This design comes from an exercise in tuning for small area, a short achievable clock period and few clock cycles per item on the open sky130 flow, not from production work. Only simulation tests tie the RTL to the original design; equivalence was not proved. Power figures rest on the tool's default switching activity, not on a simulated workload.

Setup of the reference run:
==> flow/design.v <==
`timescale 1ns / 1ps
module sha1_message_digest (
    input  logic                            aclk,
    input  logic                            aresetn,
    input  logic                            s_tvalid,
    output logic                            s_tready,
    input  logic [7:0]          s_tdata,    
    input  logic                            s_tlast,
    output logic                            m_tvalid,
    input  logic                            m_tready,
    output logic [31:0]         m_tdata,    
    output logic [2:0]          m_tuser,    
    output logic                            m_tlast
);
    localparam logic [31:0] H_INIT_0 = 32'h67452301;
    localparam logic [31:0] H_INIT_1 = 32'hEFCDAB89;
    localparam logic [31:0] H_INIT_2 = 32'h98BADCFE;
    localparam logic [31:0] H_INIT_3 = 32'h10325476;
    localparam logic [31:0] H_INIT_4 = 32'hC3D2E1F0;
    localparam logic [31:0] K_ROUND_0 = 32'h5A827999;
    localparam logic [31:0] K_ROUND_1 = 32'h6ED9EBA1;
    localparam logic [31:0] K_ROUND_2 = 32'h8F1BBCDC;
    localparam logic [31:0] K_ROUND_3 = 32'hCA62C1D6;
    function automatic logic [31:0] h_init_rev(input logic [2:0] i);
        case (i)
            3'd0:    h_init_rev = H_INIT_4;
            3'd1:    h_init_rev = H_INIT_3;
            3'd2:    h_init_rev = H_INIT_2;
            3'd3:    h_init_rev = H_INIT_1;
            default: h_init_rev = H_INIT_0;
        endcase
    endfunction
    function automatic logic [31:0] add3(input logic [31:0] x, input logic [31:0] y,
                                         input logic [31:0] z);
        logic [31:0] s, c;
        s = x ^ y ^ z;
        c = (x & y) | (x & z) | (y & z);
        add3 = s + {c[30:0], 1'b0};
    endfunction
    logic [31:0]  h0, h1, h2, h3, h4;       
    logic [31:0]  va, vb, vc, vd, ve;       
    logic [31:0]  fr;                       
    logic [511:0] w;                        
    logic [31:0]  q;                        
    logic         qv;                       
    logic         qf;                       
    logic [2:0]   qfi;                      
    logic [3:0]   qnt;                      
    logic [31:0]  pre;                      
    logic [31:0]  wnx;                      
    logic         pv;                       
    logic         pf;                       
    logic [2:0]   pfi;                      
    logic [3:0]   pnt;                      
    logic [6:0]   n;                        
    logic         m_lo, m_sch, m_fin, m_push, m_in, m_15, m_80, m_84;   
    logic [1:0]   kph;                      
    logic [3:0]   ks;                       
    logic         ps_w15, ps_w14, ps_wnx, ps_h4;    
    logic [4:0]   ps_i;                     
    logic [5:0]   pos;                      
    logic         wrdy;                     
    logic         early;                    
    logic         pad, padmark, markhi, lastblk, first, fake;
    logic [60:0]  bcnt;                     
    logic [5:0]   bc_lo;                    
    logic [54:0]  bc_hi;                    
    logic [4:0]   bc_cy;                    
    logic         rdy;
    logic         mval;
    logic [2:0]   midx;
    logic [4:0]   osel;                     
    assign s_tready = rdy;
    assign m_tvalid = mval;
    assign m_tuser  = midx;
    assign m_tlast  = osel[4];
    assign m_tdata  = h0;
    logic        ffire, f5fire, lastf5;
    logic [31:0] rnd_t, va_in, vc_in, f_next;
    assign ffire  = pv & pf;
    assign f5fire = ffire & (pfi == 3'd4);
    assign lastf5 = f5fire & lastblk;
    always_comb begin
        rnd_t = add3({va[26:0], va[31:27]}, fr, pre);
        if (pf) va_in = lastblk ? h_init_rev(pfi) : pre;
        else    va_in = rnd_t;
        vc_in = pf ? vb : {vb[1:0], vb[31:2]};
        f_next = ({32{pnt[1]}} & ((va & vc_in) | (~va & vc)))
               | ({32{pnt[2]}} & (va ^ vc_in ^ vc))
               | ({32{pnt[3]}} & ((va & vc_in) | (va & vc) | (vc_in & vc)));
    end
    logic        pre_en, cons, esh;
    logic [31:0] kc, px, py, wsched, pre_sum, q_sum;
    assign cons   = m_lo & (wrdy | early);
    assign esh    = m_fin & wrdy & ~early;
    assign pre_en = cons | m_sch | (m_fin & ~(m_80 & mval));
    always_comb begin
        wsched = wnx;
        kc = ({32{ks[0]}} & K_ROUND_0) | ({32{ks[1]}} & K_ROUND_1)
           | ({32{ks[2]}} & K_ROUND_2) | ({32{ks[3]}} & K_ROUND_3);
        px = pv ? vd : ve;
        py = ({32{ps_w15}} & w[31:0]) | ({32{ps_w14}} & w[63:32]) | ({32{ps_wnx}} & wsched)
           | ({32{ps_h4}} & h4)
           | ({32{ps_i[0]}} & H_INIT_4) | ({32{ps_i[1]}} & H_INIT_3) | ({32{ps_i[2]}} & H_INIT_2)
           | ({32{ps_i[3]}} & H_INIT_1) | ({32{ps_i[4]}} & H_INIT_0);
        q_sum   = py + kc;
        pre_sum = px + q;
    end
    logic [6:0] n_inc, n_n;
    logic       d_lo, d_sch, d_fin, d_push, d_in, d_15, d_80, d_84;
    logic [1:0] d_kph;
    always_comb begin
        n_inc = m_84 ? 7'd0 : n + 7'd1;
        n_n   = pre_en ? n_inc : n;
        d_lo   = (n_n <= 7'd15);
        d_sch  = (n_n >= 7'd16) && (n_n <= 7'd79);
        d_fin  = (n_n >= 7'd80);
        d_push = (n_n >= 7'd16) && (n_n <= 7'd78);
        d_in   = (n_n >= 7'd79);
        d_15   = (n_n == 7'd15);
        d_80   = (n_n == 7'd80);
        d_84   = (n_n == 7'd84);
        if (n_n < 7'd20)      d_kph = 2'd0;
        else if (n_n < 7'd40) d_kph = 2'd1;
        else if (n_n < 7'd60) d_kph = 2'd2;
        else                  d_kph = 2'd3;
    end
    logic        can_in, acc, padpush, bpush, wpush, spush, wshift, is_lenlo;
    logic [7:0]  bv;
    logic [31:0] wv;
    logic [5:0]  pos_n;
    logic        wrdy_n, pad_n, early_n, free_n, first_n;
    assign can_in  = (m_in | m_lo) & (~wrdy | esh | (m_lo & ~early & ~m_15));
    assign acc     = s_tvalid & rdy;
    assign padpush = pad & can_in;
    assign bpush   = acc | (padpush & (pos[1:0] != 2'd0));
    assign wpush   = padpush & (pos[1:0] == 2'd0);
    assign spush   = m_push;
    assign wshift  = (cons & ~early & ~m_15) | spush | esh;
    assign bv      = pad ? (padmark ? 8'h80 : 8'h00) : s_tdata;
    assign bcnt    = {bc_hi, bc_lo};
    assign is_lenlo = ~padmark & ~markhi & (pos == 6'd60);
    always_comb begin
        if (padmark)                             wv = 32'h80000000;
        else if (~markhi && pos == 6'd56)        wv = bcnt[60:29];
        else if (~markhi && pos == 6'd60)        wv = {bcnt[28:0], 3'b000};
        else                                     wv = 32'd0;
    end
    always_comb begin
        pos_n = pos;
        if (bpush)      pos_n = pos + 6'd1;
        else if (wpush) pos_n = {pos[5:2] + 4'd1, 2'b00};
        if ((bpush & (pos[1:0] == 2'd3)) | wpush) wrdy_n = 1'b1;
        else if ((cons & ~early) | esh)           wrdy_n = 1'b0;
        else                                      wrdy_n = wrdy;
        first_n = f5fire ? lastblk : first;
        if (esh)                       early_n = 1'b1;
        else if (cons)                 early_n = 1'b0;
        else                           early_n = early;
        free_n = ~wrdy_n | (d_fin & ~early_n) | (d_lo & ~early_n & ~d_15);
        if (acc & s_tlast)             pad_n = 1'b1;
        else if (wpush & is_lenlo)     pad_n = 1'b0;
        else                           pad_n = pad;
    end
    always_ff @(posedge aclk) begin
        if (!aresetn) begin
            n       <= 7'd80;
            m_lo    <= 1'b0;
            m_sch   <= 1'b0;
            m_fin   <= 1'b1;
            m_push  <= 1'b0;
            m_in    <= 1'b1;
            m_15    <= 1'b0;
            m_80    <= 1'b1;
            m_84    <= 1'b0;
            kph     <= 2'd0;
            ks      <= 4'd0;
            ps_w15  <= 1'b0;
            ps_w14  <= 1'b0;
            ps_wnx  <= 1'b0;
            ps_h4   <= 1'b0;
            ps_i    <= 5'd1;
            qv      <= 1'b0;
            pv      <= 1'b0;
            pos     <= '0;
            wrdy    <= 1'b0;
            early   <= 1'b0;
            pad     <= 1'b0;
            padmark <= 1'b0;
            markhi  <= 1'b0;
            lastblk <= 1'b1;
            first   <= 1'b1;
            fake    <= 1'b1;
            bc_lo   <= '0;
            bc_hi   <= '0;
            bc_cy   <= '0;
            rdy     <= 1'b1;
            mval    <= 1'b0;
            midx    <= '0;
            osel    <= 5'd1;
        end else begin
            n      <= n_n;
            m_lo   <= d_lo;
            m_sch  <= d_sch;
            m_fin  <= d_fin;
            m_push <= d_push;
            m_in   <= d_in;
            m_15   <= d_15;
            m_80   <= d_80;
            m_84   <= d_84;
            kph    <= d_kph;
            ks     <= {d_kph == 2'd3, d_kph == 2'd2, d_kph == 2'd1, d_kph == 2'd0} & {4{~d_fin}};
            ps_w15 <= d_lo & ~early_n;
            ps_w14 <= d_lo & early_n;
            ps_wnx <= d_sch;
            ps_h4  <= d_fin & ~first_n;
            ps_i   <= {n_n == 7'd84, n_n == 7'd83, n_n == 7'd82, n_n == 7'd81, n_n == 7'd80}
                      & {5{first_n}};
            qv     <= pre_en;
            pv     <= qv;
            pos    <= pos_n;
            wrdy   <= wrdy_n;
            early  <= early_n;
            pad    <= pad_n;
            rdy    <= ~pad_n & (d_in | d_lo) & free_n;
            if (acc & s_tlast) padmark <= 1'b1;
            else if (padpush)  padmark <= 1'b0;
            if (padpush) begin
                if (pos_n == 6'd0)                    markhi <= 1'b0;
                else if (padmark && pos >= 6'd56)     markhi <= 1'b1;
            end
            if (wpush & is_lenlo) begin
                bc_lo   <= '0;
                bc_hi   <= '0;
                bc_cy   <= '0;
                lastblk <= 1'b1;
            end else begin
                if (acc) bc_lo <= bc_lo + 6'd1;
                bc_cy[0] <= acc & (bc_lo == 6'd63);
                for (int k = 0; k < 5; k++) begin
                    if (bc_cy[k]) bc_hi[k*11 +: 11] <= bc_hi[k*11 +: 11] + 11'd1;
                    if (k < 4) bc_cy[k+1] <= bc_cy[k] & (bc_hi[k*11 +: 11] == 11'h7FF);
                end
            end
            first  <= first_n;
            if (lastf5) begin
                lastblk <= 1'b0;
                fake    <= 1'b0;
                mval    <= ~fake;
                midx    <= '0;
                osel    <= 5'd1;
            end else if (mval & m_tready) begin
                if (osel[4]) begin
                    mval <= 1'b0;
                    midx <= '0;
                end else begin
                    midx <= midx + 3'd1;
                end
                osel <= {osel[3:0], osel[4]};
            end
        end
    end
    always_ff @(posedge aclk) begin
        if (pv) begin
            va <= va_in;
            vb <= va;
            vc <= vc_in;
            vd <= vc;
            ve <= vd;
            fr <= f_next;
        end
        if ((m_fin & ~(m_80 & mval)) | ffire) begin
            h0 <= pre;
            h1 <= h0;
            h2 <= h1;
            h3 <= h2;
            h4 <= h3;
        end else if (mval & m_tready & ~osel[4]) begin
            h0 <= ({32{osel[0]}} & h1) | ({32{osel[1]}} & h2) | ({32{osel[2]}} & h3)
                | ({32{osel[3]}} & h4);
        end
    end
    logic [511:0] w_d;
    logic [31:0]  wnx_d;
    always_comb begin
        w_d = w;
        if (wshift) w_d[511:32] = w[479:0];
        wnx_d = w_d[95:64] ^ w_d[255:224] ^ w_d[447:416] ^ w_d[511:480];
        wnx_d = {wnx_d[30:0], wnx_d[31]};
    end
    always_ff @(posedge aclk) begin
        wnx <= wnx_d;
        q   <= q_sum;
        pre <= pre_sum;
        if (pre_en) begin
            qf  <= m_fin;
            qfi <= n[2:0];
            qnt <= {d_kph == 2'd2, d_kph[0], d_kph == 2'd0, 1'b0} & {4{~d_fin}};
        end
        if (qv) begin
            pf  <= qf;
            pfi <= qfi;
            pnt <= qnt;
        end
        if (wshift) begin
            w[511:32] <= w[479:0];
        end
        if (bpush) begin
            w[31:0] <= {w[23:0], bv};
        end else if (wpush) begin
            w[31:0] <= wv;
        end else if (spush) begin
            w[31:0] <= wsched;
        end
    end
endmodule
Settings: LEC_CHECK=0, ABC_CLOCK_PERIOD_IN_PS=3000, CAP_MARGIN=20, CORE_MARGIN=2, CORE_UTILIZATION=40, SETUP_SLACK_MARGIN=4.5, SLEW_MARGIN=20; clock period 8.0 ns.
run.sh (not shown) runs the stock make flow with config.mk's settings and CLKGATE_MAP_FILE= SYNTH_SCRIPT=/design/flow/synth_recipe.tcl, a recipe that flattens the netlist after the stock synthesis.
Testbench counts of the reference run, summed over its fixed seeds: cycles 102,666, bytes 44,818.
### the reference run -> the trial run
diff --git a/flow/design.v b/flow/design.v
--- a/flow/design.v
+++ b/flow/design.v
@@ -42,9 +42,4 @@
     logic [31:0]  fr;                       
     logic [511:0] w;                        
-    logic [31:0]  q;                        
-    logic         qv;                       
-    logic         qf;                       
-    logic [2:0]   qfi;                      
-    logic [3:0]   qnt;                      
     logic [31:0]  pre;                      
     logic [31:0]  wnx;                      
@@ -75,5 +70,6 @@
     assign m_tuser  = midx;
     assign m_tlast  = osel[4];
-    assign m_tdata  = h0;
+    assign m_tdata  = ({32{osel[0]}} & h0) | ({32{osel[1]}} & h1) | ({32{osel[2]}} & h2)
+                    | ({32{osel[3]}} & h3) | ({32{osel[4]}} & h4);
     logic        ffire, f5fire, lastf5;
     logic [31:0] rnd_t, va_in, vc_in, f_next;
@@ -91,5 +87,5 @@
     end
     logic        pre_en, cons, esh;
-    logic [31:0] kc, px, py, wsched, pre_sum, q_sum;
+    logic [31:0] kc, px, py, wsched, pre_sum;
     assign cons   = m_lo & (wrdy | early);
     assign esh    = m_fin & wrdy & ~early;
@@ -104,6 +100,5 @@
            | ({32{ps_i[0]}} & H_INIT_4) | ({32{ps_i[1]}} & H_INIT_3) | ({32{ps_i[2]}} & H_INIT_2)
            | ({32{ps_i[3]}} & H_INIT_1) | ({32{ps_i[4]}} & H_INIT_0);
-        q_sum   = py + kc;
-        pre_sum = px + q;
+        pre_sum = add3(px, py, kc);
     end
     logic [6:0] n_inc, n_n;
@@ -181,5 +176,4 @@
             ps_h4   <= 1'b0;
             ps_i    <= 5'd1;
-            qv      <= 1'b0;
             pv      <= 1'b0;
             pos     <= '0;
@@ -217,6 +211,5 @@
             ps_i   <= {n_n == 7'd84, n_n == 7'd83, n_n == 7'd82, n_n == 7'd81, n_n == 7'd80}
                       & {5{first_n}};
-            qv     <= pre_en;
-            pv     <= qv;
+            pv     <= pre_en;
             pos    <= pos_n;
             wrdy   <= wrdy_n;
@@ -270,5 +263,5 @@
             fr <= f_next;
         end
-        if ((m_fin & ~(m_80 & mval)) | ffire) begin
+        if ((pre_en & m_fin) | f5fire) begin
             h0 <= pre;
             h1 <= h0;
@@ -276,7 +269,4 @@
             h3 <= h2;
             h4 <= h3;
-        end else if (mval & m_tready & ~osel[4]) begin
-            h0 <= ({32{osel[0]}} & h1) | ({32{osel[1]}} & h2) | ({32{osel[2]}} & h3)
-                | ({32{osel[3]}} & h4);
         end
     end
@@ -291,15 +281,9 @@
     always_ff @(posedge aclk) begin
         wnx <= wnx_d;
-        q   <= q_sum;
-        pre <= pre_sum;
         if (pre_en) begin
-            qf  <= m_fin;
-            qfi <= n[2:0];
-            qnt <= {d_kph == 2'd2, d_kph[0], d_kph == 2'd0, 1'b0} & {4{~d_fin}};
-        end
-        if (qv) begin
-            pf  <= qf;
-            pfi <= qfi;
-            pnt <= qnt;
+            pre <= pre_sum;
+            pf  <= m_fin;
+            pfi <= n[2:0];
+            pnt <= {d_kph == 2'd2, d_kph[0], d_kph == 2'd0, 1'b0} & {4{~d_fin}};
         end
         if (wshift) begin
==> run notes <==
- The trial run went all the way through the flow, and no timing, DRC or antenna check failed.
- Cmp the trial run vs the reference run: detailed placer's ending HPWL lower in the trial run
- Between the trial run and the reference run, it is the trial run whose layout clock buffer count is lower, by 12%.
- The proportion of cell area occupied by registers of the trial run falls short of that of the reference run by 0.32 points.
- Diff the reference run..the trial run | clock transition time at the flip-flop clock pins of the worst setup and hold paths | negligible
- The reference run vs the trial run, uppermost signal routing layer after detailed routing: met5 vs met4
- The detailed route wirelength on metal2 was comparable across the trial run and the reference run.
- Going from the reference run to the trial run, number of instances in the synthesized netlist lost 363; wire length on met1 lost 3100 um; synthesized-area fraction occupied by xor and xnor cells picked up an extra 0.20 points; starting utilization of the core area neither gained nor lost much.
- Summary: worst setup slack, the trial run worse than the reference run
- Delta(part of the power in the clock network, the trial run - the reference run) < 0
- The final reports for the trial run and the reference run show arrival time of the worst setup path higher in the former.
- [compare] base=the reference run new=the trial run: worst path buffer plus inverter count rose 3; detailed-route wire length fell 3200 um.
Testbench counts of the trial run, summed over its fixed seeds: cycles 102,660, bytes 44,818.

re-timing with driven ports:
The flow's constraints put no driver on any port. The routed layouts listed below were extracted and timed again, unchanged, in two steps.
Step 1 (the two cells are an assumption about what drives the block):
set clk [get_ports {aclk}]
set_driving_cell -lib_cell sky130_fd_sc_hd__clkbuf_16 $clk
set_driving_cell -lib_cell sky130_fd_sc_hd__buf_2 [delete_from_list [all_inputs] $clk]
Step 2 moves the port delays by t, midway between the first and last clock arrival at a register: inputs arrive t later, outputs are due t later. That takes back most of the time a late clock gives input paths.
Slacks: ideal ports / drivers / drivers and shift; pairs: ideal ports / drivers.
run | t, ns | setup slack, ns | hold slack, ns | cell pins on the clock port's net
the reference run | 0.765 | 4.437 / 4.437 / 4.080 | 0.353 / 0.353 / 0.353 | 1
the trial run | 0.738 | 4.056 / 4.056 / 4.056 | 0.412 / 0.412 / 0.412 | 1
After both steps setup and hold are still met in every run listed. The setup slack of the reference run, which loses most, moves by 0.000 ns with the drivers and by -0.357 ns with both steps.
